What follows belongs to an exercise in optimizing a design on an open flow for small area, a short achievable clock period and few clock cycles per item; a production flow would make more cautious choices.
Function was checked by simulation only, so behaviour that the tests miss may differ from the original.

## flow/run.sh

```bash
#!/bin/bash
# synth_recipe.tcl (not shown) runs the flow's synth.tcl, then flattens the netlist and writes it again
# the make line also repeats each setting of config.mk as NAME=value (left out here)
make -C /OpenROAD-flow-scripts/flow DESIGN_CONFIG=/design/flow/config.mk WORK_HOME=/design/flow/orfs CLKGATE_MAP_FILE= SYNTH_SCRIPT=/design/flow/synth_recipe.tcl finish
```

## flow/config.mk

```make
export PLATFORM = sky130hd
export DESIGN_NAME = median_filter_range_scaler
export DESIGN_NICKNAME = median_filter_range_scaler
export VERILOG_FILES = /design/flow/design.v
export SDC_FILE = /design/flow/constraint.sdc
export NUM_CORES = 4
export LEC_CHECK = 0
export CAP_MARGIN = 20
export CORE_MARGIN = 2
export CORE_UTILIZATION = 55
export PLACE_DENSITY = 0.75
export SETUP_SLACK_MARGIN = 3.0
export SLEW_MARGIN = 20
```

## flow/constraint.sdc

```tcl
create_clock -name core_clock -period 7.5 [get_ports {clk}]
set_input_delay 1.5000 -clock core_clock [delete_from_list [all_inputs] [get_ports {clk}]]
set_output_delay 1.5000 -clock core_clock [all_outputs]
set_load 0.01 [all_outputs]
```

## flow/design.v

```verilog
package mfrs_pkg;
	localparam int WINDOW      = 5;
	localparam int SAMPLE_BITS = 10;
	localparam int REG_W       = 11;
	localparam int VAL_W       = 12;
	localparam int SLOT_W = (WINDOW > 1) ? $clog2(WINDOW) : 1;
	localparam int CNT_W  = $clog2(WINDOW + 1);
	localparam int MEDIAN_RANK = WINDOW / 2;
	localparam int CMP_W    = (SAMPLE_BITS > REG_W) ? SAMPLE_BITS : REG_W;
	localparam int PROD_W   = SAMPLE_BITS + REG_W;
	localparam int DIV_W    = PROD_W + (PROD_W % 2);
	localparam int DIV_STEPS = DIV_W / 2;
	localparam int STEP_W   = $clog2(DIV_STEPS);
	localparam int VAL_MAX_I = 2 ** (VAL_W - 1) - 1;
	localparam int VAL_MIN_MAG = 2 ** (VAL_W - 1);
	localparam int QUEUE_DEPTH = 2;
	localparam int QPTR_W = $clog2(QUEUE_DEPTH);
	localparam int QCNT_W = $clog2(QUEUE_DEPTH + 1);
	localparam int APB_DATA_W = 32;
	localparam int APB_ADDR_W = 5;
	localparam int REG_IDX_W  = 3;
	localparam logic [REG_IDX_W-1:0] REG_INPUT_LOW     = 3'd0;
	localparam logic [REG_IDX_W-1:0] REG_INPUT_HIGH    = 3'd1;
	localparam logic [REG_IDX_W-1:0] REG_OUTPUT_LOW    = 3'd2;
	localparam logic [REG_IDX_W-1:0] REG_OUTPUT_HIGH   = 3'd3;
	localparam logic [REG_IDX_W-1:0] REG_INVERT_ENABLE = 3'd4;
	localparam logic [REG_IDX_W-1:0] REG_DIGITAL_MODE  = 3'd5;
	localparam logic [REG_W-1:0] RST_INPUT_LOW   = 11'd0;
	localparam logic [REG_W-1:0] RST_INPUT_HIGH  = 11'd1024;
	localparam logic [REG_W-1:0] RST_OUTPUT_LOW  = 11'd0;
	localparam logic [REG_W-1:0] RST_OUTPUT_HIGH = 11'd127;
	typedef struct packed {
		logic [REG_W-1:0] input_low;
		logic [REG_W-1:0] input_high;
		logic [REG_W-1:0] output_low;
		logic [REG_W-1:0] output_high;
		logic             invert_enable;
		logic             digital_mode;
	} mfrs_cfg_t;
	localparam logic [1:0] F_IDLE = 2'd0;
	localparam logic [1:0] F_RANK = 2'd1;
	localparam logic [1:0] F_PUSH = 2'd2;
	localparam logic [2:0] B_IDLE = 3'd0;
	localparam logic [2:0] B_MUL  = 3'd1;
	localparam logic [2:0] B_DIV  = 3'd2;
	localparam logic [2:0] B_FIX  = 3'd3;
	localparam logic [2:0] B_OUT  = 3'd4;
endpackage
module mfrs_mul
(
	input  logic [9:0] d,
	input  logic [32:0] k,
	output logic [10:0] ta,
	output logic [10:0] tb,
	output logic [1:0]  g,
	output logic [1:0]  p
);
	logic [4:0]             b_one, b_two, bn;
	logic [4:0][32:0]   bp;
	logic [32:0]             lp;
	logic [10:0] dx;
	assign dx = {d, 1'b0};
	for (genvar i = 0; i < 5; i++) begin : g_booth
		assign b_one[i] = dx[2 * i + 1] ^ dx[2 * i];
		assign b_two[i] = (dx[2 * i + 2] && !dx[2 * i + 1] && !dx[2 * i]) ||
		                  (!dx[2 * i + 2] && dx[2 * i + 1] && dx[2 * i]);
		assign bn[i]    = dx[2 * i + 2] && !(dx[2 * i + 1] && dx[2 * i]);
		assign bp[i]    = ((k & {33{b_one[i]}}) | ({k[31:0], 1'b0} & {33{b_two[i]}})) ^ {33{bn[i]}};
	end
	assign lp = k & {33{d[9]}};
	logic w1;
	logic w2;
	logic w3;
	logic w4;
	logic w5;
	logic w6;
	logic w7;
	logic w8;
	logic w9;
	logic w10;
	logic w11;
	logic w12;
	logic w13;
	logic w14;
	logic w15;
	logic w16;
	logic w17;
	logic w18;
	logic w19;
	logic w20;
	logic w21;
	logic w22;
	logic w23;
	logic w24;
	logic w25;
	logic w26;
	logic w27;
	logic w28;
	logic w29;
	logic w30;
	logic w31;
	logic w32;
	logic w33;
	logic w34;
	logic w35;
	logic w36;
	logic w37;
	logic w38;
	logic w39;
	logic w40;
	logic w41;
	logic w42;
	logic w43;
	logic w44;
	logic w45;
	logic w46;
	logic w47;
	logic w48;
	logic w49;
	logic w50;
	logic w51;
	logic w52;
	logic w53;
	logic w54;
	logic w55;
	logic w56;
	logic w57;
	logic w58;
	logic w59;
	logic w60;
	logic w61;
	logic w62;
	logic w63;
	logic w64;
	logic w65;
	logic w66;
	logic w67;
	logic w68;
	logic w69;
	logic w70;
	logic w71;
	logic w72;
	logic w73;
	logic w74;
	logic w75;
	logic w76;
	logic w77;
	logic w78;
	logic w79;
	logic w80;
	logic w81;
	logic w82;
	logic w83;
	logic w84;
	logic w85;
	logic w86;
	logic w87;
	logic w88;
	logic w89;
	logic w90;
	logic w91;
	logic w92;
	logic w93;
	logic w94;
	logic w95;
	logic w96;
	logic w97;
	logic w98;
	logic w99;
	logic w100;
	logic w101;
	logic w102;
	logic w103;
	logic w104;
	logic w105;
	logic w106;
	logic w107;
	logic w108;
	logic w109;
	logic w110;
	logic w111;
	logic w112;
	logic w113;
	logic w114;
	logic w115;
	logic w116;
	logic w117;
	logic w118;
	logic w119;
	logic w120;
	logic w121;
	logic w122;
	logic w123;
	logic w124;
	logic w125;
	logic w126;
	logic w127;
	logic w128;
	logic w129;
	logic w130;
	logic w131;
	logic w132;
	logic w133;
	logic w134;
	logic w135;
	logic w136;
	logic w137;
	logic w138;
	logic w139;
	logic w140;
	logic w141;
	logic w142;
	logic w143;
	logic w144;
	logic w145;
	logic w146;
	logic w147;
	logic w148;
	logic w149;
	logic w150;
	logic w151;
	logic w152;
	logic w153;
	logic w154;
	logic w155;
	logic w156;
	logic w157;
	logic w158;
	logic w159;
	logic w160;
	logic w161;
	logic w162;
	logic w163;
	logic w164;
	logic w165;
	logic w166;
	logic w167;
	logic w168;
	logic w169;
	logic w170;
	logic w171;
	logic w172;
	logic w173;
	logic w174;
	logic w175;
	logic w176;
	logic w177;
	logic w178;
	logic w179;
	logic w180;
	logic w181;
	logic w182;
	logic w183;
	logic w184;
	logic w185;
	logic w186;
	logic w187;
	logic w188;
	logic w189;
	logic w190;
	logic w191;
	logic w192;
	logic w193;
	logic w194;
	logic w195;
	logic w196;
	logic w197;
	logic w198;
	logic w199;
	logic w200;
	logic w201;
	logic w202;
	logic w203;
	logic w204;
	logic w205;
	logic w206;
	logic w207;
	logic w208;
	logic w209;
	logic w210;
	logic w211;
	logic w212;
	logic w213;
	logic w214;
	logic w215;
	logic w216;
	logic w217;
	logic w218;
	logic w219;
	logic w220;
	logic w221;
	logic w222;
	logic w223;
	logic w224;
	logic w225;
	logic w226;
	logic w227;
	logic w228;
	logic w229;
	logic w230;
	logic w231;
	logic w232;
	logic w233;
	logic w234;
	logic w235;
	logic w236;
	logic w237;
	logic w238;
	logic w239;
	logic w240;
	logic w241;
	logic w242;
	logic w243;
	logic w244;
	logic w245;
	logic w246;
	logic w247;
	logic w248;
	assign w1 = bp[0][10] ^ bp[1][8];
	assign w2 = bp[0][10] & bp[1][8];
	assign w3 = bp[0][11] ^ bp[1][9];
	assign w4 = bp[0][11] & bp[1][9];
	assign w5 = bp[0][12] ^ bp[1][10];
	assign w6 = bp[0][12] & bp[1][10];
	assign w7 = bp[0][13] ^ bp[1][11];
	assign w8 = bp[0][13] & bp[1][11];
	assign w9 = bp[0][14] ^ bp[1][12];
	assign w10 = bp[0][14] & bp[1][12];
	assign w11 = bp[0][15] ^ bp[1][13];
	assign w12 = bp[0][15] & bp[1][13];
	assign w13 = bp[0][16] ^ bp[1][14];
	assign w14 = bp[0][16] & bp[1][14];
	assign w15 = bp[0][17] ^ bp[1][15];
	assign w16 = bp[0][17] & bp[1][15];
	assign w17 = bp[0][18] ^ bp[1][16];
	assign w18 = bp[0][18] & bp[1][16];
	assign w19 = bp[0][19] ^ bp[1][17];
	assign w20 = bp[0][19] & bp[1][17];
	assign w21 = bp[0][20] ^ bp[1][18];
	assign w22 = bp[0][20] & bp[1][18];
	assign w23 = bp[0][21] ^ bp[1][19];
	assign w24 = bp[0][21] & bp[1][19];
	assign w25 = bp[0][22] ^ bp[1][20];
	assign w26 = bp[0][22] & bp[1][20];
	assign w27 = bp[0][23] ^ bp[1][21];
	assign w28 = bp[0][23] & bp[1][21];
	assign w29 = bp[0][24] ^ bp[1][22];
	assign w30 = bp[0][24] & bp[1][22];
	assign w31 = bp[0][25] ^ bp[1][23];
	assign w32 = bp[0][25] & bp[1][23];
	assign w33 = bp[0][26] ^ bp[1][24];
	assign w34 = bp[0][26] & bp[1][24];
	assign w35 = bp[0][27] ^ bp[1][25];
	assign w36 = bp[0][27] & bp[1][25];
	assign w37 = bp[0][28] ^ bp[1][26];
	assign w38 = bp[0][28] & bp[1][26];
	assign w39 = bp[0][29] ^ bp[1][27];
	assign w40 = bp[0][29] & bp[1][27];
	assign w41 = bp[0][30] ^ bp[1][28];
	assign w42 = bp[0][30] & bp[1][28];
	assign w43 = bp[0][31] ^ bp[1][29];
	assign w44 = bp[0][31] & bp[1][29];
	assign w45 = bp[0][32] ^ bp[1][30];
	assign w46 = bp[0][32] & bp[1][30];
	assign w47 = bp[0][8] ^ bp[1][6] ^ bp[2][4];
	assign w48 = (bp[0][8] & bp[1][6]) | (bp[0][8] & bp[2][4]) | (bp[1][6] & bp[2][4]);
	assign w49 = bp[0][9] ^ bp[1][7] ^ bp[2][5];
	assign w50 = (bp[0][9] & bp[1][7]) | (bp[0][9] & bp[2][5]) | (bp[1][7] & bp[2][5]);
	assign w51 = bp[3][3] ^ bp[4][1];
	assign w52 = bp[3][3] & bp[4][1];
	assign w53 = w1 ^ bp[2][6] ^ bp[3][4];
	assign w54 = (w1 & bp[2][6]) | (w1 & bp[3][4]) | (bp[2][6] & bp[3][4]);
	assign w55 = bp[4][2] ^ lp[0] ^ 1'b1;
	assign w56 = (bp[4][2] & lp[0]) | (bp[4][2] & 1'b1) | (lp[0] & 1'b1);
	assign w57 = w2 ^ w3 ^ bp[2][7];
	assign w58 = (w2 & w3) | (w2 & bp[2][7]) | (w3 & bp[2][7]);
	assign w59 = bp[3][5] ^ bp[4][3] ^ lp[1];
	assign w60 = (bp[3][5] & bp[4][3]) | (bp[3][5] & lp[1]) | (bp[4][3] & lp[1]);
	assign w61 = w4 ^ w5 ^ bp[2][8];
	assign w62 = (w4 & w5) | (w4 & bp[2][8]) | (w5 & bp[2][8]);
	assign w63 = bp[3][6] ^ bp[4][4] ^ lp[2];
	assign w64 = (bp[3][6] & bp[4][4]) | (bp[3][6] & lp[2]) | (bp[4][4] & lp[2]);
	assign w65 = w6 ^ w7 ^ bp[2][9];
	assign w66 = (w6 & w7) | (w6 & bp[2][9]) | (w7 & bp[2][9]);
	assign w67 = bp[3][7] ^ bp[4][5] ^ lp[3];
	assign w68 = (bp[3][7] & bp[4][5]) | (bp[3][7] & lp[3]) | (bp[4][5] & lp[3]);
	assign w69 = w8 ^ w9 ^ bp[2][10];
	assign w70 = (w8 & w9) | (w8 & bp[2][10]) | (w9 & bp[2][10]);
	assign w71 = bp[3][8] ^ bp[4][6] ^ lp[4];
	assign w72 = (bp[3][8] & bp[4][6]) | (bp[3][8] & lp[4]) | (bp[4][6] & lp[4]);
	assign w73 = w10 ^ w11 ^ bp[2][11];
	assign w74 = (w10 & w11) | (w10 & bp[2][11]) | (w11 & bp[2][11]);
	assign w75 = bp[3][9] ^ bp[4][7] ^ lp[5];
	assign w76 = (bp[3][9] & bp[4][7]) | (bp[3][9] & lp[5]) | (bp[4][7] & lp[5]);
	assign w77 = w12 ^ w13 ^ bp[2][12];
	assign w78 = (w12 & w13) | (w12 & bp[2][12]) | (w13 & bp[2][12]);
	assign w79 = bp[3][10] ^ bp[4][8] ^ lp[6];
	assign w80 = (bp[3][10] & bp[4][8]) | (bp[3][10] & lp[6]) | (bp[4][8] & lp[6]);
	assign w81 = w14 ^ w15 ^ bp[2][13];
	assign w82 = (w14 & w15) | (w14 & bp[2][13]) | (w15 & bp[2][13]);
	assign w83 = bp[3][11] ^ bp[4][9] ^ lp[7];
	assign w84 = (bp[3][11] & bp[4][9]) | (bp[3][11] & lp[7]) | (bp[4][9] & lp[7]);
	assign w85 = w16 ^ w17 ^ bp[2][14];
	assign w86 = (w16 & w17) | (w16 & bp[2][14]) | (w17 & bp[2][14]);
	assign w87 = bp[3][12] ^ bp[4][10] ^ lp[8];
	assign w88 = (bp[3][12] & bp[4][10]) | (bp[3][12] & lp[8]) | (bp[4][10] & lp[8]);
	assign w89 = w18 ^ w19 ^ bp[2][15];
	assign w90 = (w18 & w19) | (w18 & bp[2][15]) | (w19 & bp[2][15]);
	assign w91 = bp[3][13] ^ bp[4][11] ^ lp[9];
	assign w92 = (bp[3][13] & bp[4][11]) | (bp[3][13] & lp[9]) | (bp[4][11] & lp[9]);
	assign w93 = w20 ^ w21 ^ bp[2][16];
	assign w94 = (w20 & w21) | (w20 & bp[2][16]) | (w21 & bp[2][16]);
	assign w95 = bp[3][14] ^ bp[4][12] ^ lp[10];
	assign w96 = (bp[3][14] & bp[4][12]) | (bp[3][14] & lp[10]) | (bp[4][12] & lp[10]);
	assign w97 = w22 ^ w23 ^ bp[2][17];
	assign w98 = (w22 & w23) | (w22 & bp[2][17]) | (w23 & bp[2][17]);
	assign w99 = bp[3][15] ^ bp[4][13] ^ lp[11];
	assign w100 = (bp[3][15] & bp[4][13]) | (bp[3][15] & lp[11]) | (bp[4][13] & lp[11]);
	assign w101 = w24 ^ w25 ^ bp[2][18];
	assign w102 = (w24 & w25) | (w24 & bp[2][18]) | (w25 & bp[2][18]);
	assign w103 = bp[3][16] ^ bp[4][14] ^ lp[12];
	assign w104 = (bp[3][16] & bp[4][14]) | (bp[3][16] & lp[12]) | (bp[4][14] & lp[12]);
	assign w105 = w26 ^ w27 ^ bp[2][19];
	assign w106 = (w26 & w27) | (w26 & bp[2][19]) | (w27 & bp[2][19]);
	assign w107 = bp[3][17] ^ bp[4][15] ^ lp[13];
	assign w108 = (bp[3][17] & bp[4][15]) | (bp[3][17] & lp[13]) | (bp[4][15] & lp[13]);
	assign w109 = w28 ^ w29 ^ bp[2][20];
	assign w110 = (w28 & w29) | (w28 & bp[2][20]) | (w29 & bp[2][20]);
	assign w111 = bp[3][18] ^ bp[4][16] ^ lp[14];
	assign w112 = (bp[3][18] & bp[4][16]) | (bp[3][18] & lp[14]) | (bp[4][16] & lp[14]);
	assign w113 = w30 ^ w31 ^ bp[2][21];
	assign w114 = (w30 & w31) | (w30 & bp[2][21]) | (w31 & bp[2][21]);
	assign w115 = bp[3][19] ^ bp[4][17] ^ lp[15];
	assign w116 = (bp[3][19] & bp[4][17]) | (bp[3][19] & lp[15]) | (bp[4][17] & lp[15]);
	assign w117 = w32 ^ w33 ^ bp[2][22];
	assign w118 = (w32 & w33) | (w32 & bp[2][22]) | (w33 & bp[2][22]);
	assign w119 = bp[3][20] ^ bp[4][18] ^ lp[16];
	assign w120 = (bp[3][20] & bp[4][18]) | (bp[3][20] & lp[16]) | (bp[4][18] & lp[16]);
	assign w121 = w34 ^ w35 ^ bp[2][23];
	assign w122 = (w34 & w35) | (w34 & bp[2][23]) | (w35 & bp[2][23]);
	assign w123 = bp[3][21] ^ bp[4][19] ^ lp[17];
	assign w124 = (bp[3][21] & bp[4][19]) | (bp[3][21] & lp[17]) | (bp[4][19] & lp[17]);
	assign w125 = w36 ^ w37 ^ bp[2][24];
	assign w126 = (w36 & w37) | (w36 & bp[2][24]) | (w37 & bp[2][24]);
	assign w127 = bp[3][22] ^ bp[4][20] ^ lp[18];
	assign w128 = (bp[3][22] & bp[4][20]) | (bp[3][22] & lp[18]) | (bp[4][20] & lp[18]);
	assign w129 = w38 ^ w39 ^ bp[2][25];
	assign w130 = (w38 & w39) | (w38 & bp[2][25]) | (w39 & bp[2][25]);
	assign w131 = bp[3][23] ^ bp[4][21] ^ lp[19];
	assign w132 = (bp[3][23] & bp[4][21]) | (bp[3][23] & lp[19]) | (bp[4][21] & lp[19]);
	assign w133 = w40 ^ w41 ^ bp[2][26];
	assign w134 = (w40 & w41) | (w40 & bp[2][26]) | (w41 & bp[2][26]);
	assign w135 = bp[3][24] ^ bp[4][22] ^ lp[20];
	assign w136 = (bp[3][24] & bp[4][22]) | (bp[3][24] & lp[20]) | (bp[4][22] & lp[20]);
	assign w137 = w42 ^ w43 ^ bp[2][27];
	assign w138 = (w42 & w43) | (w42 & bp[2][27]) | (w43 & bp[2][27]);
	assign w139 = bp[3][25] ^ bp[4][23] ^ lp[21];
	assign w140 = (bp[3][25] & bp[4][23]) | (bp[3][25] & lp[21]) | (bp[4][23] & lp[21]);
	assign w141 = w44 ^ w45 ^ bp[2][28];
	assign w142 = (w44 & w45) | (w44 & bp[2][28]) | (w45 & bp[2][28]);
	assign w143 = bp[3][26] ^ bp[4][24] ^ lp[22];
	assign w144 = (bp[3][26] & bp[4][24]) | (bp[3][26] & lp[22]) | (bp[4][24] & lp[22]);
	assign w145 = bp[0][7] ^ bp[1][5];
	assign w146 = bp[0][7] & bp[1][5];
	assign w147 = w47 ^ bp[3][2] ^ bp[4][0];
	assign w148 = (w47 & bp[3][2]) | (w47 & bp[4][0]) | (bp[3][2] & bp[4][0]);
	assign w149 = w48 ^ w49 ^ w51;
	assign w150 = (w48 & w49) | (w48 & w51) | (w49 & w51);
	assign w151 = w50 ^ w52 ^ w53;
	assign w152 = (w50 & w52) | (w50 & w53) | (w52 & w53);
	assign w153 = w54 ^ w56 ^ w57;
	assign w154 = (w54 & w56) | (w54 & w57) | (w56 & w57);
	assign w155 = w58 ^ w60 ^ w61;
	assign w156 = (w58 & w60) | (w58 & w61) | (w60 & w61);
	assign w157 = w62 ^ w64 ^ w65;
	assign w158 = (w62 & w64) | (w62 & w65) | (w64 & w65);
	assign w159 = w66 ^ w68 ^ w69;
	assign w160 = (w66 & w68) | (w66 & w69) | (w68 & w69);
	assign w161 = w70 ^ w72 ^ w73;
	assign w162 = (w70 & w72) | (w70 & w73) | (w72 & w73);
	assign w163 = w74 ^ w76 ^ w77;
	assign w164 = (w74 & w76) | (w74 & w77) | (w76 & w77);
	assign w165 = w78 ^ w80 ^ w81;
	assign w166 = (w78 & w80) | (w78 & w81) | (w80 & w81);
	assign w167 = w82 ^ w84 ^ w85;
	assign w168 = (w82 & w84) | (w82 & w85) | (w84 & w85);
	assign w169 = w86 ^ w88 ^ w89;
	assign w170 = (w86 & w88) | (w86 & w89) | (w88 & w89);
	assign w171 = w90 ^ w92 ^ w93;
	assign w172 = (w90 & w92) | (w90 & w93) | (w92 & w93);
	assign w173 = w94 ^ w96 ^ w97;
	assign w174 = (w94 & w96) | (w94 & w97) | (w96 & w97);
	assign w175 = w98 ^ w100 ^ w101;
	assign w176 = (w98 & w100) | (w98 & w101) | (w100 & w101);
	assign w177 = w102 ^ w104 ^ w105;
	assign w178 = (w102 & w104) | (w102 & w105) | (w104 & w105);
	assign w179 = w106 ^ w108 ^ w109;
	assign w180 = (w106 & w108) | (w106 & w109) | (w108 & w109);
	assign w181 = w110 ^ w112 ^ w113;
	assign w182 = (w110 & w112) | (w110 & w113) | (w112 & w113);
	assign w183 = w114 ^ w116 ^ w117;
	assign w184 = (w114 & w116) | (w114 & w117) | (w116 & w117);
	assign w185 = w118 ^ w120 ^ w121;
	assign w186 = (w118 & w120) | (w118 & w121) | (w120 & w121);
	assign w187 = w122 ^ w124 ^ w125;
	assign w188 = (w122 & w124) | (w122 & w125) | (w124 & w125);
	assign w189 = w126 ^ w128 ^ w129;
	assign w190 = (w126 & w128) | (w126 & w129) | (w128 & w129);
	assign w191 = w130 ^ w132 ^ w133;
	assign w192 = (w130 & w132) | (w130 & w133) | (w132 & w133);
	assign w193 = w134 ^ w136 ^ w137;
	assign w194 = (w134 & w136) | (w134 & w137) | (w136 & w137);
	assign w195 = w138 ^ w140 ^ w141;
	assign w196 = (w138 & w140) | (w138 & w141) | (w140 & w141);
	assign w197 = w145 ^ bp[2][3];
	assign w198 = w145 & bp[2][3];
	assign w199 = w146 ^ w147 ^ bn[4];
	assign w200 = (w146 & w147) | (w146 & bn[4]) | (w147 & bn[4]);
	assign w201 = w148 ^ w149 ^ 1'b1;
	assign w202 = (w148 & w149) | (w148 & 1'b1) | (w149 & 1'b1);
	assign w203 = w150 ^ w151 ^ w55;
	assign w204 = (w150 & w151) | (w150 & w55) | (w151 & w55);
	assign w205 = w152 ^ w153 ^ w59;
	assign w206 = (w152 & w153) | (w152 & w59) | (w153 & w59);
	assign w207 = w154 ^ w155 ^ w63;
	assign w208 = (w154 & w155) | (w154 & w63) | (w155 & w63);
	assign w209 = w156 ^ w157 ^ w67;
	assign w210 = (w156 & w157) | (w156 & w67) | (w157 & w67);
	assign w211 = w158 ^ w159 ^ w71;
	assign w212 = (w158 & w159) | (w158 & w71) | (w159 & w71);
	assign w213 = w160 ^ w161 ^ w75;
	assign w214 = (w160 & w161) | (w160 & w75) | (w161 & w75);
	assign w215 = w162 ^ w163 ^ w79;
	assign w216 = (w162 & w163) | (w162 & w79) | (w163 & w79);
	assign w217 = w164 ^ w165 ^ w83;
	assign w218 = (w164 & w165) | (w164 & w83) | (w165 & w83);
	assign w219 = w166 ^ w167 ^ w87;
	assign w220 = (w166 & w167) | (w166 & w87) | (w167 & w87);
	assign w221 = w168 ^ w169 ^ w91;
	assign w222 = (w168 & w169) | (w168 & w91) | (w169 & w91);
	assign w223 = w170 ^ w171 ^ w95;
	assign w224 = (w170 & w171) | (w170 & w95) | (w171 & w95);
	assign w225 = w172 ^ w173 ^ w99;
	assign w226 = (w172 & w173) | (w172 & w99) | (w173 & w99);
	assign w227 = w174 ^ w175 ^ w103;
	assign w228 = (w174 & w175) | (w174 & w103) | (w175 & w103);
	assign w229 = w176 ^ w177 ^ w107;
	assign w230 = (w176 & w177) | (w176 & w107) | (w177 & w107);
	assign w231 = w178 ^ w179 ^ w111;
	assign w232 = (w178 & w179) | (w178 & w111) | (w179 & w111);
	assign w233 = w180 ^ w181 ^ w115;
	assign w234 = (w180 & w181) | (w180 & w115) | (w181 & w115);
	assign w235 = w182 ^ w183 ^ w119;
	assign w236 = (w182 & w183) | (w182 & w119) | (w183 & w119);
	assign w237 = w184 ^ w185 ^ w123;
	assign w238 = (w184 & w185) | (w184 & w123) | (w185 & w123);
	assign w239 = w186 ^ w187 ^ w127;
	assign w240 = (w186 & w187) | (w186 & w127) | (w187 & w127);
	assign w241 = w188 ^ w189 ^ w131;
	assign w242 = (w188 & w189) | (w188 & w131) | (w189 & w131);
	assign w243 = w190 ^ w191 ^ w135;
	assign w244 = (w190 & w191) | (w190 & w135) | (w191 & w135);
	assign w245 = w192 ^ w193 ^ w139;
	assign w246 = (w192 & w193) | (w192 & w139) | (w193 & w139);
	assign w247 = w194 ^ w195 ^ w143;
	assign w248 = (w194 & w195) | (w194 & w143) | (w195 & w143);
	logic [32:0] ra, rb;
	assign ra = {w246, w244, w242, w240, w238, w236, w234, w232, w230, w228, w226, w224, w222, w220, w218, w216, w214, w212, w210, w208, w206, w204, w202, w200, w198, w197, 1'b0, 1'b0, 1'b0, 1'b0, 1'b0, 1'b0, 1'b0};
	assign rb = {w247, w245, w243, w241, w239, w237, w235, w233, w231, w229, w227, w225, w223, w221, w219, w217, w215, w213, w211, w209, w207, w205, w203, w201, w199, bp[3][1], 1'b0, 1'b0, 1'b0, 1'b0, 1'b0, 1'b0, 1'b0};
	logic [8:0] s0;
	logic [7:0] s1;
	assign s0   = {1'b0, ra[14:7]} + {1'b0, rb[14:7]};
	assign s1   = {1'b0, ra[21:15]} + {1'b0, rb[21:15]};
	assign g[0] = s0[8];
	assign g[1] = s1[7];
	assign p[0] = &(ra[14:7] ^ rb[14:7]);
	assign p[1] = &(ra[21:15] ^ rb[21:15]);
	assign ta   = ra[32:22];
	assign tb   = rb[32:22];
endmodule
import mfrs_pkg::*;
module median_filter_range_scaler
(
	input  logic                  clk,
	input  logic                  arst_n,
	input  logic                  sample_valid,
	output logic                  sample_ready,
	input  logic [SAMPLE_BITS-1:0] sample,
	output logic                  result_valid,
	input  logic                  result_ready,
	output logic [SAMPLE_BITS-1:0] result_filtered,
	output logic signed [VAL_W-1:0] result_value,
	output logic                  result_valid_res,
	input  logic                  psel,
	input  logic                  penable,
	input  logic                  pwrite,
	input  logic [APB_ADDR_W-1:0] paddr,
	input  logic [APB_DATA_W-1:0] pwdata,
	output logic [APB_DATA_W-1:0] prdata,
	output logic                  pready
);
	localparam int KSTEPS = 2;
	localparam int KXW    = 34;
	localparam int KCYC   = KXW / KSTEPS;
	mfrs_pkg::mfrs_cfg_t cfg_q, cfg_d;
	logic [REG_IDX_W-1:0] reg_idx;
	logic                 cfg_wr;
	assign pready  = 1'b1;
	assign reg_idx = paddr[APB_ADDR_W-1:2];
	assign cfg_wr  = psel && penable && pwrite;
	always_comb begin
		unique case (reg_idx)
			REG_INPUT_LOW:     prdata = APB_DATA_W'(cfg_q.input_low);
			REG_INPUT_HIGH:    prdata = APB_DATA_W'(cfg_q.input_high);
			REG_OUTPUT_LOW:    prdata = APB_DATA_W'(cfg_q.output_low);
			REG_OUTPUT_HIGH:   prdata = APB_DATA_W'(cfg_q.output_high);
			REG_INVERT_ENABLE: prdata = APB_DATA_W'(cfg_q.invert_enable);
			REG_DIGITAL_MODE:  prdata = APB_DATA_W'(cfg_q.digital_mode);
			default:           prdata = '0;
		endcase
	end
	always_comb begin
		cfg_d = cfg_q;
		if (cfg_wr) begin
			unique case (reg_idx)
				REG_INPUT_LOW:     cfg_d.input_low     = pwdata[REG_W-1:0];
				REG_INPUT_HIGH:    cfg_d.input_high    = pwdata[REG_W-1:0];
				REG_OUTPUT_LOW:    cfg_d.output_low    = pwdata[REG_W-1:0];
				REG_OUTPUT_HIGH:   cfg_d.output_high   = pwdata[REG_W-1:0];
				REG_INVERT_ENABLE: cfg_d.invert_enable = pwdata[0];
				REG_DIGITAL_MODE:  cfg_d.digital_mode  = pwdata[0];
				default: ;
			endcase
		end
	end
	always_ff @(posedge clk or negedge arst_n) begin
		if (!arst_n) begin
			cfg_q.input_low     <= RST_INPUT_LOW;
			cfg_q.input_high    <= RST_INPUT_HIGH;
			cfg_q.output_low    <= RST_OUTPUT_LOW;
			cfg_q.output_high   <= RST_OUTPUT_HIGH;
			cfg_q.invert_enable <= 1'b0;
			cfg_q.digital_mode  <= 1'b0;
		end else begin
			cfg_q <= cfg_d;
		end
	end
	logic [REG_W-1:0] den_q;     
	logic             neg_q;     
	logic             szero_q;   
	logic [REG_W:0]   out_span;
	assign out_span = {1'b0, cfg_d.output_high} - {1'b0, cfg_d.output_low};
	always_ff @(posedge clk) begin
		den_q   <= cfg_d.input_high - cfg_d.input_low;
		neg_q   <= out_span[REG_W];
		szero_q <= (cfg_d.input_high == cfg_d.input_low);
	end
	logic en;
	logic out_valid_q;
	logic kbusy_q;
	logic kready;
	assign en           = !out_valid_q || result_ready;
	assign sample_ready = en && kready;
	logic take;
	assign take = sample_valid && sample_ready;
	logic [REG_W-1:0] kr_q;
	logic [KXW-1:0]   kx_q;
	logic [4:0]       kcnt_q;
	logic             kinit_q;
	logic             kwr;
	logic [REG_W-1:0] kr_n;
	logic [KXW-1:0]   kx_n;
	logic [REG_W-1:0] kmag;
	assign kwr = cfg_wr && !reg_idx[2];
	assign kready = !kbusy_q || (!kinit_q && (kcnt_q >= 5'(KCYC - 2)));
	assign kmag = out_span[REG_W] ? REG_W'(-out_span) : out_span[REG_W-1:0];
	always_comb begin
		logic [REG_W:0]   t;
		logic [REG_W+1:0] dif;
		kr_n = kr_q;
		kx_n = kx_q;
		for (int k = 0; k < KSTEPS; k++) begin
			t    = {kr_n, kx_n[KXW-1]};
			dif  = {1'b0, t} - {2'b00, den_q};
			kx_n = {kx_n[KXW-2:0], !dif[REG_W+1] ^ neg_q};
			kr_n = dif[REG_W+1] ? t[REG_W-1:0] : dif[REG_W-1:0];
		end
	end
	always_ff @(posedge clk or negedge arst_n) begin
		if (!arst_n) begin
			kinit_q <= 1'b1;
			kbusy_q <= 1'b1;
			kcnt_q  <= '0;
		end else begin
			kinit_q <= 1'b0;
			if (kwr || kinit_q) begin
				kbusy_q <= 1'b1;
				kcnt_q  <= '0;
			end else if (kbusy_q) begin
				kcnt_q <= kcnt_q + 1'b1;
				if (kcnt_q == 5'(KCYC - 1)) kbusy_q <= 1'b0;
			end
		end
	end
	always_ff @(posedge clk) begin
		if (kwr || kinit_q) begin
			kx_q <= {1'b0, kmag, 22'b0};
		end else if (kbusy_q) begin
			kx_q <= kx_n;
		end
	end
	always_ff @(posedge clk) begin
		kr_q <= (kwr || kinit_q) ? '0 : kr_n;
	end
	logic [4:0][SAMPLE_BITS-1:0] win_q;
	logic [4:0][4:0]             ord_q;
	logic [3:0]                  le;      
	always_comb begin
		for (int j = 0; j < 4; j++)
			le[j] = (sample <= win_q[j]);
	end
	always_ff @(posedge clk or negedge arst_n) begin
		if (!arst_n) begin
			win_q <= '0;
			ord_q <= '1;
		end else if (take) begin
			win_q <= {win_q[3:0], sample};
			for (int i = 0; i < 4; i++)
				for (int j = i + 1; j < 4; j++)
					ord_q[i + 1][j + 1] <= ord_q[i][j];
			for (int j = 0; j < 4; j++)
				ord_q[0][j + 1] <= le[j];
		end
	end
	logic v1_q;
	always_ff @(posedge clk or negedge arst_n) begin
		if (!arst_n) v1_q <= 1'b0;
		else if (en) v1_q <= take;
	end
	logic [4:0]             pick;
	logic [SAMPLE_BITS-1:0] med1;
	function automatic logic two_of_four(input logic [3:0] b);
		two_of_four = ((3'(b[0]) + 3'(b[1]) + 3'(b[2]) + 3'(b[3])) == 3'd2);
	endfunction
	always_comb begin
		logic [3:0] bef;
		for (int i = 0; i < 5; i++) begin
			for (int j = 0; j < 4; j++) begin
				if (j < i) bef[j] = ord_q[j][i];
				else       bef[j] = !ord_q[i][j + 1];
			end
			pick[i] = two_of_four(bef);
		end
		med1 = '0;
		for (int i = 0; i < 5; i++)
			med1 = med1 | (win_q[i] & {SAMPLE_BITS{pick[i]}});
	end
	logic                   va_q;
	logic                   inra_q;
	logic [SAMPLE_BITS-1:0] meda_q;
	logic [SAMPLE_BITS-1:0] offa_q;
	always_ff @(posedge clk or negedge arst_n) begin
		if (!arst_n) va_q <= 1'b0;
		else if (en) va_q <= v1_q;
	end
	always_ff @(posedge clk) begin
		if (en) begin
			inra_q <= ({1'b0, med1} >= cfg_q.input_low) && ({1'b0, med1} <= cfg_q.input_high) && !szero_q;
			meda_q <= med1;
			offa_q <= med1 - SAMPLE_BITS'(cfg_q.input_low);
		end
	end
	logic [REG_W-1:0] ta2, tb2;
	logic [1:0]       g2, p2;
	mfrs_mul u_mul (
		.d   (offa_q),
		.k   (kx_q[32:0]),
		.ta  (ta2),
		.tb  (tb2),
		.g   (g2),
		.p   (p2)
	);
	logic                   pv;
	logic                   inrp_q;
	logic [SAMPLE_BITS-1:0] medp_q;
	logic [REG_W-1:0]       tap_q, tbp_q;
	logic [1:0]             gp_q;
	logic                   pp_q;
	always_ff @(posedge clk or negedge arst_n) begin
		if (!arst_n) pv <= 1'b0;
		else if (en) pv <= va_q;
	end
	always_ff @(posedge clk) begin
		if (en) begin
			inrp_q  <= inra_q;
			medp_q  <= meda_q;
			tap_q   <= ta2;
			tbp_q   <= tb2;
			gp_q    <= g2;
			pp_q    <= p2[1];
		end
	end
	logic                    scl;
	logic [SAMPLE_BITS-1:0]  medf;
	logic                    tc;           
	logic [REG_W-1:0]        quo;
	logic [VAL_W:0]          qx, ys, zs;
	logic signed [VAL_W-1:0] fval;
	logic                    fvres;
	always_comb begin
		scl  = inrp_q;
		medf = medp_q;
		tc   = gp_q[1] || (pp_q && gp_q[0]);
		quo  = tap_q + tbp_q + REG_W'(tc);
		qx   = {{2{neg_q && (quo != '0)}}, quo};
		ys   = qx - {2'b00, cfg_q.output_high};
		zs   = {2'b00, cfg_q.output_high} - qx;
		if (cfg_q.digital_mode) begin
			fval  = (medf != '0) ? VAL_W'(1) : VAL_W'(-1);
			fvres = 1'b1;
		end else if (scl) begin
			if (!cfg_q.invert_enable)
				fval = qx[VAL_W-1:0];
			else if (!ys[VAL_W])
				fval = ys[VAL_W-1:0];
			else
				fval = zs[VAL_W-1] ? VAL_W'(VAL_MAX_I) : zs[VAL_W-1:0];
			fvres = 1'b1;
		end else begin
			fval  = VAL_W'(-1);
			fvres = 1'b0;
		end
	end
	logic [SAMPLE_BITS-1:0]  out_filt_q;
	logic signed [VAL_W-1:0] out_value_q;
	logic                    out_vres_q;
	always_ff @(posedge clk or negedge arst_n) begin
		if (!arst_n) out_valid_q <= 1'b0;
		else if (en) out_valid_q <= pv;
	end
	always_ff @(posedge clk) begin
		if (en) begin
			out_filt_q  <= medf;
			out_value_q <= fval;
			out_vres_q  <= fvres;
		end
	end
	assign result_valid     = out_valid_q;
	assign result_filtered  = out_filt_q;
	assign result_value     = out_value_q;
	assign result_valid_res = out_vres_q;
endmodule
```

==> results.yml, run 1 <==
drt:
  final_antenna_net_count: 0
  drc_errors: 0
  drtPass1Iterations: 6
  viasPerCell: 5.84
  vias: 16800
  first_iter_violations: 1423
  wl_per_cell_um: 19.0
  finalWirelength_mm: 54.7
timing:
  max_freq_mhz: 210
  finalHoldViolCount: 0
  slew_headroom_pct: 24.6
  post-route-min-period_ns: 4.75
  clock_skew_ns: 0.0238
  slew_viol_final: 0
  setup_tns_ns: 0
  rsz0062_at_grt: "yes"
  worstMarginPinSlew_ns: 1.13
  period_share_pct: 63.4
  setup_slack_ns: 2.75
  setup_viol_count_final: 0
logic_synthesis:
  ys.flop_type: "dfrtp_1"
  synthCells: 2236
  synth.distinct_cells: 78
  ys_seq_elements: 255
  synth_top_area_cell: "edfxtp_1"
  syn_area_per_cell_sq_um: 9.46
  synth-seq-area-share_pct: 31.3
  netlist_area_sq_um: 21200
  synth_most_common_cell: "inv_1"
  synth_edf_count: 91
  ys_top_cells_by_area: "edfxtp_1 13%, dfrtp_1 11%, ha_1 11%, fa_1 10%, xor2_1 5.5%"
  synth_common_cells: "304 x inv_1, 192 x ha_1, 155 x nand2_1"
  synthDominantCellAreaShare_pct: 12.9
  yosys_warnings: 1
  async_flop_share_pct: 45.9
layout:
  seq_area_sq_um: 6630
  drive_above_1_share_pct: 14.9
  syn_to_final_growth_pct: 18.0
  fin_nets: 2696
  antennaDiodeCount: 0
  n_fill_cell: 2843
  multiInputGateArea_sq_um: 13600
floorplan:
  rows: 71
  num_io_pins: 112
  initial_utilization_pct: 56.0
  die_h_um: 200
  dieArea_sq_um: 40100
  core_sq_um: 37800
  dieWidth_um: 200
global_route:
  grtUsageMet1_pct: 32.6
  grt_max_degree: 109
  grt_pass1_vias: 16900
  grt_pass1_wl_mm: 86.3
  grt-ovfl-total: 0
  grt_use_met3_pct: 4.02
  grt_most_used_layer: "met2"
  antenna_found_initial: 1
  grt_util_met2_pct: 46.9
  gr-usage-all-layers_pct: 26.3
setup_path:
  crit_path_end_kind: "register"
  arrival_ns: 5.11
  startpoint_type: "register"
  critPathMaxFanout: 4
  cp.required_ns: 7.85
  criticalPathCategory: "register to register"
place:
  gp_congestion: 0.926
  port_buffers: 66
  hpwl_mm: 37.0
  dp_worst_setup_slack_ns: 1.59
cts:
  clkTransAtPathRegs_ns: 0.06
  clockRootBuffer: "clkbuf_16"
  clock-sinks: 255
  cts-buffers-inserted: 28
  htreeDepth: 1
  clk_latency_ns: 0.58
  cts_tree: "done"
  hold_buffers: 0
  clock_path_buffers: 3
outcome:
  status: "complete, no violations"
hold_path:
  hp-class: "register to register"
job:
  max_cap_viol_count: 0
[registers in the layout, summed over array words and instances (netlist names), 11 cells and up]
register     flops
tap_q           11
tbp_q           11
kx_q            34
out_value_q     12
cfg_q           46
kr_q            11
den_q           11
win_q           50
[layer usage]
layer	up-vias	wire [um]
li1	7815	-
met5	-	0
met3	141	3390
met1	8242	21900
met2	603	27600
met4	0	1840
[stage by stage]
step	instances	area (sq um)	hold slack, ns	utilization, %
2_1_floorplan	2257	21300	0.400	-
3_5_place_dp	2725	22200	0.405	58.9
5_1_grt	2877	25000	0.426	66.1
3_3_place_gp	2725	22200	0.401	58.9
4_1_cts	2834	24200	0.419	64.0
6_report	2877	25000	0.417	66.1
[path summary, 6_finish.rpt]
| kind | from | end | slack, ns | depth (start not counted) |
|---|---|---|---|---|
| max | ord_q[4]$_DFFE_PN1P_ | inra_q$_DFFE_PP_ | 2.75 | 21 |
| min | meda_q[4]$_DFFE_PP_ | medp_q[4]$_DFFE_PP_ | 0.42 | 0 |
| max reg2reg | ord_q[4]$_DFFE_PN1P_ | inra_q$_DFFE_PP_ | 2.75 | 21 |
| min reg2reg | meda_q[4]$_DFFE_PP_ | medp_q[4]$_DFFE_PP_ | 0.42 | 0 |
| max in group asynchronous | arst_n | kcnt_q[4]$_DFFE_PN0P_ | 5.22 | 2 |
| min in group asynchronous | arst_n | win_q[24]$_DFFE_PN0P_ | 0.94 | 1 |
[placed cells by master, fill, tap and decap left out, drive strengths merged, types with 8 or more instances in the layout]
master           n
inv            310
ha             192
nand2          156
o21ai          152
xor2           135
buf            122
a22oi          121
fa             106
dfrtp           97
edfxtp          91
nor2            89
a21oi           82
xnor2           65
clkdlybuf4s50   47
dfxtp           47
mux2i           42
clkbuf          40
mux2            39
and2            37
nand3           35
nor2b           30
a21o            24
o21a            23
conb            23
nand2b          22
dfstp           20
nor3            17
nand4           15
dlygate4sd2     15
a31oi           11
a21boi          11
mux4            10
nor3b           10
nand3b           9
o211ai           8
or3              8
[layout make-up]
class | count | share of cell area, %
multi-input combinational | 1559 | 54.5
sequential | 255 | 26.6
timing repair buffer | 192 | 7.50
inverter | 308 | 4.64
clock buffer | 35 | 3.16
tap | 511 | 2.56
clock inverter | 17 | 1.02
[cell families after synthesis]
| family | Yosys count | share of synthesized area (%) |
|---|---|---|
| compound gates | 491 | 15.1 |
| buf+inv | 446 | 8.34 |
| mux | 90 | 5.09 |
| simple gates | 454 | 10.5 |
| flops | 255 | 31.3 |
| other cells | 2 | 0.0355 |
| xor+xnor | 200 | 8.31 |
| fa+ha+maj | 298 | 21.4 |
[critical path, stage by stage (launching register included)]
cell	delay, ns
dfstp_2	0.54
inv_2	0.05
fa_1	0.51
ha_2	0.21
ha_1	0.27
nor3b_2	0.15
buf_6	0.12
a22oi_2	0.15
nand2_1	0.09
a221o_2	0.37
buf_12	0.15
ha_4	0.26
nor2b_4	0.15
o21ai_2	0.08
a21boi_2	0.17
o21ai_2	0.08
a21boi_2	0.17
o21a_1	0.15
o21a_1	0.15
o21a_1	0.20
o21ai_2	0.11
a2111oi_4	0.36
[timing repair]
item                                    in CTS  in global routing
endpoints found under the setup margin      54                 42
gates cloned                                 4                  5
pin swaps                                   40                 52
gates resized for setup                    105                 89
buffers inserted                            53                 38
Testbench counts, summed over its fixed seeds: cycles 4,224, items 3,840.
==> inputs of run 2 (changes only) <==
--- a/flow/design.v
+++ b/flow/design.v
@@ -713,23 +713,39 @@
 		kr_q <= (kwr || kinit_q) ? '0 : kr_n;
 	end
 	logic [4:0][SAMPLE_BITS-1:0] win_q;
-	logic [4:0][4:0]             ord_q;
+	logic [4:0][4:0]             ord_q, ord_n;
+	logic [4:0]                  pick_q, pick_n;
 	logic [3:0]                  le;      
+	function automatic logic two_of_four(input logic [3:0] b);
+		two_of_four = ((3'(b[0]) + 3'(b[1]) + 3'(b[2]) + 3'(b[3])) == 3'd2);
+	endfunction
 	always_comb begin
+		logic [3:0] bef;
 		for (int j = 0; j < 4; j++)
 			le[j] = (sample <= win_q[j]);
+		ord_n = ord_q;
+		for (int i = 0; i < 4; i++)
+			for (int j = i + 1; j < 4; j++)
+				ord_n[i + 1][j + 1] = ord_q[i][j];
+		for (int j = 0; j < 4; j++)
+			ord_n[0][j + 1] = le[j];
+		for (int i = 0; i < 5; i++) begin
+			for (int j = 0; j < 4; j++) begin
+				if (j < i) bef[j] = ord_n[j][i];
+				else       bef[j] = !ord_n[i][j + 1];
+			end
+			pick_n[i] = two_of_four(bef);
+		end
 	end
 	always_ff @(posedge clk or negedge arst_n) begin
 		if (!arst_n) begin
-			win_q <= '0;
-			ord_q <= '1;
+			win_q  <= '0;
+			ord_q  <= '1;
+			pick_q <= 5'b00100;
 		end else if (take) begin
-			win_q <= {win_q[3:0], sample};
-			for (int i = 0; i < 4; i++)
-				for (int j = i + 1; j < 4; j++)
-					ord_q[i + 1][j + 1] <= ord_q[i][j];
-			for (int j = 0; j < 4; j++)
-				ord_q[0][j + 1] <= le[j];
+			win_q  <= {win_q[3:0], sample};
+			ord_q  <= ord_n;
+			pick_q <= pick_n;
 		end
 	end
 	logic v1_q;
@@ -737,26 +753,13 @@
 		if (!arst_n) v1_q <= 1'b0;
 		else if (en) v1_q <= take;
 	end
-	logic [4:0]             pick;
 	logic [SAMPLE_BITS-1:0] med1;
-	function automatic logic two_of_four(input logic [3:0] b);
-		two_of_four = ((3'(b[0]) + 3'(b[1]) + 3'(b[2]) + 3'(b[3])) == 3'd2);
-	endfunction
 	always_comb begin
-		logic [3:0] bef;
-		for (int i = 0; i < 5; i++) begin
-			for (int j = 0; j < 4; j++) begin
-				if (j < i) bef[j] = ord_q[j][i];
-				else       bef[j] = !ord_q[i][j + 1];
-			end
-			pick[i] = two_of_four(bef);
-		end
 		med1 = '0;
 		for (int i = 0; i < 5; i++)
-			med1 = med1 | (win_q[i] & {SAMPLE_BITS{pick[i]}});
+			med1 = med1 | (win_q[i] & {SAMPLE_BITS{pick_q[i]}});
 	end
 	logic                   va_q;
-	logic                   inra_q;
 	logic [SAMPLE_BITS-1:0] meda_q;
 	logic [SAMPLE_BITS-1:0] offa_q;
 	always_ff @(posedge clk or negedge arst_n) begin
@@ -765,7 +768,6 @@
 	end
 	always_ff @(posedge clk) begin
 		if (en) begin
-			inra_q <= ({1'b0, med1} >= cfg_q.input_low) && ({1'b0, med1} <= cfg_q.input_high) && !szero_q;
 			meda_q <= med1;
 			offa_q <= med1 - SAMPLE_BITS'(cfg_q.input_low);
 		end
@@ -792,7 +794,7 @@
 	end
 	always_ff @(posedge clk) begin
 		if (en) begin
-			inrp_q  <= inra_q;
+			inrp_q  <= ({1'b0, meda_q} >= cfg_q.input_low) && ({1'b0, meda_q} <= cfg_q.input_high) && !szero_q;
 			medp_q  <= meda_q;
 			tap_q   <= ta2;
 			tbp_q   <= tb2;
==> results.yml, run 2 <==
global_route:
  grt_pass1_vias: 17100
  grt_max_degree: 110
  grt-ovfl-total: 0
  gr-usage-all-layers_pct: 26.6
  antenna_found_initial: 0
  grt_pass1_wl_mm: 88.1
setup_path:
  criticalPathCategory: "input port to register"
  cp.required_ns: 7.96
  startpoint_type: "input port"
  slowest_delay_ns: 0.44
  slowest_stage: "or3_4"
  critPathBufInv: 4
  critPathMaxFanout: 6
  rr_worst_depth: 15
  crit_start: "psel"
  reg2reg_to: "gp_q[0]$_DFFE_PP_"
  cp_common_cell: "o21ai_0"
  worst_path_dominant_cell_family: "compound AO/OA/AOI/OAI gates"
  crit_chain: "dlygate4sd2_1 -> nand4_1 -> buf_4 -> or3_4 -> mux2_2 -> inv_1 -> ha_1 -> inv_1 -> fa_1 -> nand2_1 -> nand2_1 -> a21oi_2 -> o21ai_0 -> a21oi_1 -> o21ai_0 -> a21oi_1 -> o21ai_0 -> xnor2_1"
  worst-r2r-setup-slack_ns: 3.07
  crit_path_end_kind: "register"
  arrival_ns: 4.96
  r2r-start: "offa_q[9]$_DFFE_PP_"
layout:
  largest_register: "win_q"
  largest_reg_flops: 50
  fin_nets: 2685
  layout_common_cells: "294 x inv_1, 190 x ha_1, 142 x nand2_1"
  antennaDiodeCount: 0
  final_common_cell: "inv_1"
  drive_above_1_share_pct: 13.2
  syn_to_final_growth_pct: 14.5
  final_util_pct: 63.8
  reg_top3: "win_q: 50 flops, cfg_q: 46 flops, kx_q: 34 flops"
  fin_area_sq_um: 24700
logic_synthesis:
  netlist_area_sq_um: 21600
  synth-seq-area-share_pct: 30.6
  synth_top_area_cell: "edfxtp_1"
  ys_seq_elements: 255
  synth_edf_count: 90
  syn_area_per_cell_sq_um: 9.48
  yosys_warnings: 1
  ys_top_cells_by_area: "edfxtp_1 13%, dfrtp_1 12%, ha_1 12%, fa_1 9.8%, inv_1 5.1%"
  ys.flop_type: "dfrtp_1"
  synthCells: 2278
  synth.distinct_cells: 79
  synth_common_cells: "296 x inv_1, 201 x ha_1, 144 x nand2_1"
  synth_most_common_cell: "inv_1"
  async_flop_share_pct: 46.3
  synthDominantCellAreaShare_pct: 12.5
cts:
  hold_buffers: 0
  clock-sinks: 255
  htreeDepth: 1
  clock_path_buffers: 3
  clkTransAtPathRegs_ns: 0.06
  cts_tree: "done"
  clockRootBuffer: "clkbuf_16"
  clk_latency_ns: 0.58
  cts-buffers-inserted: 30
timing:
  rsz0062_at_grt: "yes"
  slew_viol_final: 0
  setup_tns_ns: 0
  max_freq_mhz: 222
  slew_headroom_pct: 27.0
  whs_ns: 0.453
  setup_viol_count_final: 0
  period_share_pct: 60.0
  finalHoldViolCount: 0
  post-route-min-period_ns: 4.50
  worstMarginPinSlew_ns: 1.07
  clock_skew_ns: 0.0191
place:
  gp_congestion: 0.926
  port_buffers: 66
  dpl_cell_area_sq_um: 22600
  hpwl_mm: 38.5
drt:
  first_iter_violations: 1568
  drtPass1Iterations: 9
  wl_per_cell_um: 19.2
  finalWirelength_mm: 55.2
  viasPerCell: 5.95
  final_antenna_net_count: 0
  drc_errors: 0
  vias: 17100
hold_path:
  holdPathStages: 0
  hold-path-endpoint: "out_filt_q[6]$_DFFE_PP_"
  hp-class: "register to register"
  hp-start: "medp_q[6]$_DFFE_PP_"
floorplan:
  rows: 72
  dieWidth_um: 202
  initial_utilization_pct: 55.8
  dieArea_sq_um: 40900
  die_h_um: 202
  core_sq_um: 38700
  num_io_pins: 112
job:
  max_cap_viol_count: 0
outcome:
  status: "complete, no violations"
run 2: changes by cell type in the layout (fill, tap and decap cells not counted), sizes merged, moves of 12 or more:
cell   change
xnor2     -17
xor2      -14
nor2      +14
buf       -48
mux2i     +17
o21ai     -21
nand2     -12
a22o      +14
run 2: repair_timing:
action	CTS	global route
buffers inserted	28	18
pin swaps	31	24
gates cloned	3	3
hold endpoints to repair	0	0
resized for setup	130	58
setup endpoints to repair	56	37
run 2: cell families (layout without fill, tap and decap cells):
family,count (synthesis),count (layout),synth area share (%)
buffers and inverters,443,492,8.08
other,2,23,0.0348
adders and majority gates,307,307,21.5
AOI/OAI and AO/OA,512,512,15.9
and+or+nand+nor,477,477,10.8
DFF,255,255,30.6
xor gates and xnor gates,169,169,6.89
muxes,113,113,6.12
run 2: stage by stage:
stage          setup WS, ns  std cells
6_report               3.00       2866
3_3_place_gp           1.56       2758
2_1_floorplan          2.81       2299
4_1_cts                3.01       2845
5_1_grt                2.87       2866
3_5_place_dp           1.45       2758
run 2: worst max path at each step:
stage               cells after the start  slack [ns]                   end
floorplan                              15        2.81    kx_q[32]$_DFFE_PP_
global placement                       15        1.56    kx_q[32]$_DFFE_PP_
detailed placement                     15        1.45    kx_q[32]$_DFFE_PP_
CTS                                    22        3.01  kx_q[0]$_SDFFE_PN0P_
global route                           23        2.87    kr_q[3]$_SDFF_PN0_
finish                                 18        3.00     den_q[10]$_DFF_P_
run 2: cell type report:
class                           instances  area, sq um
Tap cell                              518          648
Fill cell                            3035        14000
Sequential cell                       255         6620
Multi-Input combinational cell       1601        14000
Timing Repair Buffer                  139         1310
Inverter                              297         1110
Clock inverter                         18          225
Clock buffer                           38          855
run 2: metal layers:
layer / vias up / GRT usage, % / wire length [um]
met1: 8387 / 34.4 / 22300
met3: 129 / 3.11 / 3320
met4: 0 / 9.72 / 1870
met5: - / 0 / 0
li1: 7917 / - / -
met2: 634 / 46.0 / 27600
Testbench counts of run 2, summed over its fixed seeds: cycles 4,224, items 3,840.
==> inputs of run 3 (changes only) <==
--- a/flow/config.mk
+++ b/flow/config.mk
@@ -11,3 +11,4 @@
 export PLACE_DENSITY = 0.75
 export SETUP_SLACK_MARGIN = 3.0
 export SLEW_MARGIN = 20
+export TNS_END_PERCENT = 0
==> results.yml, run 3 <==
cts:
  hold_buffers: 0
  clockRootBuffer: "clkbuf_16"
  clock_path_buffers: 3
  cts_tree: "done"
  clock-sinks: 255
  clkTransAtPathRegs_ns: 0.07
  htreeDepth: 1
  cts-buffers-inserted: 28
  clk_latency_ns: 0.59
logic_synthesis:
  ys.flop_type: "dfrtp_1"
  yosys_warnings: 1
  async_flop_share_pct: 46.3
  netlist_area_sq_um: 21600
  synth_top_area_cell: "edfxtp_1"
  synthDominantCellAreaShare_pct: 12.5
  synth.distinct_cells: 79
  ys_top_cells_by_area: "edfxtp_1 13%, dfrtp_1 12%, ha_1 12%, fa_1 9.8%, inv_1 5.1%"
  synth_common_cells: "296 x inv_1, 201 x ha_1, 144 x nand2_1"
  synth_edf_count: 90
  ys_seq_elements: 255
  synth_most_common_cell: "inv_1"
  syn_area_per_cell_sq_um: 9.48
  synthCells: 2278
  synth-seq-area-share_pct: 30.6
setup_path:
  cp_common_cell: "buf_6"
  slowest_delay_ns: 0.40
  critPathMaxFanout: 6
  cp-endpoint: "kx_q[32]$_DFFE_PP_"
  startpoint_type: "input port"
  rr_worst_depth: 19
  criticalPathCategory: "input port to register"
  crit_path_end_kind: "register"
  reg2reg_to: "out_value_q[4]$_DFFE_PP_"
  arrival_ns: 5.02
  r2r-start: "pp_q$_DFFE_PP_"
  slowest_stage: "o41ai_2"
  crit_start: "paddr[3]"
  cp.required_ns: 7.80
  crit_chain: "dlygate4sd2_1 -> buf_6 -> nand2b_4 -> nor3_4 -> buf_6 -> buf_4 -> mux2i_1 -> ha_1 -> nor2b_1 -> o21ai_0 -> a21boi_1 -> o21ai_2 -> nor3b_2 -> o211ai_1 -> o41ai_2 -> xnor2_1 -> a21oi_1"
  worst-r2r-setup-slack_ns: 2.97
drt:
  wl_per_cell_um: 19.4
  vias: 17100
  finalWirelength_mm: 55.9
  drtPass1Iterations: 6
  drc_errors: 0
  final_antenna_net_count: 0
  first_iter_violations: 1324
  viasPerCell: 5.94
timing:
  clock_skew_ns: 0.0241
  setup_viol_count_final: 0
  whs_ns: 0.452
  setup_tns_ns: 0
  slew_headroom_pct: 32.5
  period_share_pct: 62.8
  max_freq_mhz: 212
  slew_viol_final: 0
  rsz0062_at_grt: "yes"
  worstMarginPinSlew_ns: 0.987
  post-route-min-period_ns: 4.71
  finalHoldViolCount: 0
floorplan:
  dieWidth_um: 202
  dieArea_sq_um: 40900
  rows: 72
  initial_utilization_pct: 55.8
  die_h_um: 202
  core_sq_um: 38700
  num_io_pins: 112
layout:
  syn_to_final_growth_pct: 14.6
  largest_register: "win_q"
  layoutNonFillerInstCount: 2878
  reg_top3: "win_q: 50 flops, cfg_q: 46 flops, kx_q: 34 flops"
  n_fill_cell: 3101
  drive_above_1_share_pct: 13.3
  largest_reg_flops: 50
  antennaDiodeCount: 0
  multiInputGateArea_sq_um: 13900
  fin_nets: 2699
  seq_area_sq_um: 6620
  final_common_cell: "inv_1"
  layout_common_cells: "294 x inv_1, 190 x ha_1, 142 x nand2_1"
global_route:
  grt_max_degree: 110
  antenna_found_initial: 0
  grt_pass1_vias: 16800
  grt-ovfl-total: 0
  grt_pass1_wl_mm: 88.0
  gr-usage-all-layers_pct: 26.7
place:
  gp_congestion: 0.918
  place_inst: 2760
  hpwl_mm: 39.3
  port_buffers: 66
hold_path:
  hp-class: "register to register"
  hp-start: "medp_q[3]$_DFFE_PP_"
job:
  max_cap_viol_count: 0
outcome:
  status: "complete, no violations"
[run 3: changes by cell type in the layout (fill, tap and decap cells not counted), moves of 4 or more]
cell             change
buf_4               +10
mux2i_4              -4
clkdlybuf4s50_1      +4
o21ai_0              +4
clkbuf_16            -7
[run 3: area by class of cell]
type	count	area share, %
well taps	518	2.62
multi-input cells	1602	56.1
flip-flops and latches	255	26.7
clock inverters	16	1.18
inverters	297	4.50
clock buffers	36	3.07
repair buffers	154	5.74
[run 3: per-stage QoR]
stage	worst slack (ns)	instance area, sq um	util (%)
2_1_floorplan	2.32	21700	-
3_3_place_gp	1.67	22600	58.2
3_5_place_dp	1.59	22600	58.2
4_1_cts	2.78	24000	61.9
5_1_grt	2.69	24700	63.9
6_report	2.79	24700	63.9
[run 3: worst min path at each step]
stage	endpoint	slack (ns)	cells past startpoint
6_report	out_filt_q[3]$_DFFE_PP_	0.45	0
5_1_grt	out_filt_q[3]$_DFFE_PP_	0.46	0
4_1_cts	out_filt_q[3]$_DFFE_PP_	0.46	0
3_5_place_dp	out_filt_q[7]$_DFFE_PP_	0.44	0
3_3_place_gp	out_filt_q[7]$_DFFE_PP_	0.43	0
2_1_floorplan	medp_q[0]$_DFFE_PP_	0.43	0
[run 3: per-layer routing]
layer	vias to the layer above	track usage (%)	share of wire (%)
met5	-	0	0
met4	0	12.3	4.2
met3	129	3.14	5.8
met2	564	44.1	48
met1	8449	35.3	42
li1	7945	-	-
[run 3: kinds of logic (layout without fill, tap and decap cells)]
| family | after synthesis | in the layout | share of synthesized area (%) |
|---|---|---|---|
| muxes | 113 | 113 | 6.12 |
| buffers and inverters | 443 | 503 | 8.08 |
| xor gates and xnor gates | 169 | 169 | 6.89 |
| DFF | 255 | 255 | 30.6 |
| adders and majority gates | 307 | 307 | 21.5 |
| and+or+nand+nor | 477 | 478 | 10.8 |
| other | 2 | 23 | 0.0348 |
| AOI/OAI and AO/OA | 512 | 512 | 15.9 |
[run 3: critical path, delay by kind of cell]
family	cells	cell delay, ns
xor+xnor	1	0.15
buf+inv	4	0.73
compound gates	6	1.37
mux	1	0.26
simple gates	4	0.67
fa+ha+maj	1	0.31
[run 3: what timing repair did]
item | in CTS | in global routing
gates resized for setup | 68 | 92
cloned | 2 | 4
pin swaps | 11 | 35
buffers inserted | 15 | 45
setup endpoints to repair | 58 | 56
==> inputs of run 4 (changes only) <==
--- a/flow/config.mk
+++ b/flow/config.mk
@@ -9,6 +9,5 @@
 export CORE_MARGIN = 2
 export CORE_UTILIZATION = 55
 export PLACE_DENSITY = 0.75
-export SETUP_SLACK_MARGIN = 3.0
+export SETUP_SLACK_MARGIN = 3.3
 export SLEW_MARGIN = 20
-export TNS_END_PERCENT = 0
==> results.yml, run 4 <==
outcome:
  status: "complete, no violations"
layout:
  largest_register: "win_q"
  seq_area_sq_um: 6620
  fin_area_sq_um: 26200
  antennaDiodeCount: 0
  multiInputGateArea_sq_um: 14600
  fin_nets: 2776
  n_fill_cell: 2865
  largest_reg_flops: 50
  layout_common_cells: "290 x inv_1, 175 x ha_1, 141 x nand2_1"
  syn_to_final_growth_pct: 21.2
  drive_above_1_share_pct: 20.2
  final_common_cell: "inv_1"
  reg_top3: "win_q: 50 flops, cfg_q: 46 flops, kx_q: 34 flops"
cts:
  cts-buffers-inserted: 30
  clock_path_buffers: 3
  htreeDepth: 1
  clk_latency_ns: 0.61
  clockRootBuffer: "clkbuf_16"
  clock-sinks: 255
  clkTransAtPathRegs_ns: 0.06
  cts_tree: "done"
timing:
  clock_skew_ns: 0.0310
  worstMarginPinSlew_ns: 0.912
  finalHoldViolCount: 0
  rsz0062_at_grt: "yes"
  slew_viol_final: 0
  setup_tns_ns: 0
  setup_viol_count_final: 0
  max_freq_mhz: 225
  period_share_pct: 59.3
  slew_headroom_pct: 39.0
  post-route-min-period_ns: 4.45
place:
  port_buffers: 66
  hpwl_mm: 39.2
  gp_congestion: 0.913
  dpl_cell_area_sq_um: 22700
global_route:
  gr-usage-all-layers_pct: 28.1
  grt-ovfl-total: 0
  grt_pass1_wl_mm: 92.6
  grt_max_degree: 71
  antenna_found_initial: 0
  grt_pass1_vias: 17700
logic_synthesis:
  synth_top_area_cell: "edfxtp_1"
  ys_seq_elements: 255
  ys.flop_type: "dfrtp_1"
  synth.distinct_cells: 79
  synthDominantCellAreaShare_pct: 12.5
  synthCells: 2278
  syn_area_per_cell_sq_um: 9.48
  synth-seq-area-share_pct: 30.6
  netlist_area_sq_um: 21600
  synth_edf_count: 90
  yosys_warnings: 1
  synth_common_cells: "296 x inv_1, 201 x ha_1, 144 x nand2_1"
  async_flop_share_pct: 46.3
  synth_most_common_cell: "inv_1"
  ys_top_cells_by_area: "edfxtp_1 13%, dfrtp_1 12%, ha_1 12%, fa_1 9.8%, inv_1 5.1%"
setup_path:
  crit_path_end_kind: "register"
  criticalPathCategory: "register to register"
  critPathMaxFanout: 6
  cp.required_ns: 7.79
  startpoint_type: "register"
  worst-r2r-setup-slack_ns: 3.05
  arrival_ns: 4.73
job:
  max_cap_viol_count: 0
floorplan:
  num_io_pins: 112
  dieArea_sq_um: 40900
  initial_utilization_pct: 55.8
  die_h_um: 202
  dieWidth_um: 202
  core_sq_um: 38700
  rows: 72
drt:
  vias: 17700
  viasPerCell: 5.98
  drc_errors: 0
  final_antenna_net_count: 0
  finalWirelength_mm: 59.4
  drtPass1Iterations: 6
  first_iter_violations: 1551
  wl_per_cell_um: 20.1
hold_path:
  hp-class: "register to register"
==> run 4: cell counts after synthesis <==
Identical to the previous run, type by type.
==> run 4: repair_timing <==
item / 4_1_cts / 5_1_grt
buffers inserted: 76 / 58
endpoints found under the setup margin: 61 / 48
resized for setup: 193 / 121
pin swaps: 81 / 111
hold buffers: 0 / 0
cloned: 10 / 2
==> run 4: cells by family after synthesis <==
kind of cell | share of synthesized area (%)
xor gates and xnor gates | 6.89
muxes | 6.12
AOI/OAI and AO/OA | 15.9
and+or+nand+nor | 10.8
DFF | 30.6
adders and majority gates | 21.5
other | 0.0348
buffers and inverters | 8.08
==> run 4: final timing paths <==
kind / from / to / cells past startpoint
min in group asynchronous: arst_n / win_q[13]$_DFFE_PN0P_ / 1
hold / removal: medp_q[6]$_DFFE_PP_ / out_filt_q[6]$_DFFE_PP_ / 0
hold reg to reg: medp_q[6]$_DFFE_PP_ / out_filt_q[6]$_DFFE_PP_ / 0
setup / recovery: pp_q$_DFFE_PP_ / out_value_q[10]$_DFFE_PP_ / 17
max in group asynchronous: arst_n / cfg_q[15]$_DFF_PN0_ / 2
setup reg to reg: pp_q$_DFFE_PP_ / out_value_q[10]$_DFFE_PP_ / 17
==> run 4: worst max-delay path, cell delays in order (launching register included) <==
cell      delay (ns)
edfxtp_1        0.38
a21oi_4         0.09
fa_2            0.37
fa_2            0.38
nor2b_2         0.15
o21ai_1         0.07
nand2b_1        0.17
xnor2_4         0.19
inv_2           0.10
ha_4            0.28
o2111a_1        0.13
a211oi_2        0.33
a21oi_2         0.13
a311o_1         0.44
or2_4           0.28
mux2_4          0.32
nor4b_4         0.23
a221oi_1        0.08
==> run 4: per-stage QoR <==
| stage | utilization (%) | setup slack (ns) | cells | hold WS [ns] |
|---|---|---|---|---|
| after floorplan | - | 3.04 | 2299 | 0.426 |
| after global placement | 58.7 | 1.61 | 2755 | 0.441 |
| after detailed placement | 58.7 | 1.54 | 2755 | 0.437 |
| after CTS | 65.0 | 3.12 | 2897 | 0.451 |
| after global routing | 67.6 | 2.94 | 2957 | 0.461 |
| final | 67.6 | 3.05 | 2957 | 0.450 |
==> run 4: cell type report <==
class | count | area share [%]
tap | 518 | 2.48
multi-input combinational | 1605 | 55.8
clock buffer | 44 | 3.22
inverter | 297 | 4.27
timing repair buffer | 226 | 8.40
clock inverter | 12 | 0.559
sequential | 255 | 25.3
==> run 4: per-layer routing <==
| metal | up-vias | track usage (%) | routed length, um |
|---|---|---|---|
| met1 | 8713 | 35.4 | 23000 |
| met3 | 167 | 3.74 | 4270 |
| met2 | 710 | 48.8 | 29300 |
| met4 | 0 | 11.8 | 2800 |
| met5 | - | 0 | 0 |
| li1 | 8101 | - | - |

[port drivers added, routing unchanged]
Ports are ideal in the flow. The routed layouts listed here were re-timed in OpenROAD.
Step 1: set_driving_cell puts a clkbuf_16 on clk and a buf_2 on each other input, an assumption about the parent block.
Step 2 moves the port delays by t, midway between the first and last clock arrival at a register: inputs arrive t later, outputs are due t later. That takes back most of the time a late clock gives input paths.
a / b / c = ideal ports / drivers / drivers and shift; a / b = the first two.
| run | shift t [ns] | setup slack, ns | cell pins on the clock port's net |
|---|---|---|---|
| run 1 | 0.628 | 2.745 / 2.745 / 2.584 | 1 |
| run 2 | 0.621 | 3.002 / 3.013 / 2.392 | 1 |
| run 3 | 0.631 | 2.788 / 2.821 / 2.190 | 1 |
| run 4 | 0.647 | 3.055 / 3.055 / 2.553 | 1 |
After both steps every run listed still meets setup and hold. The setup slack of run 2, which loses most, moves by +0.011 ns with the drivers and by -0.610 ns with both steps.
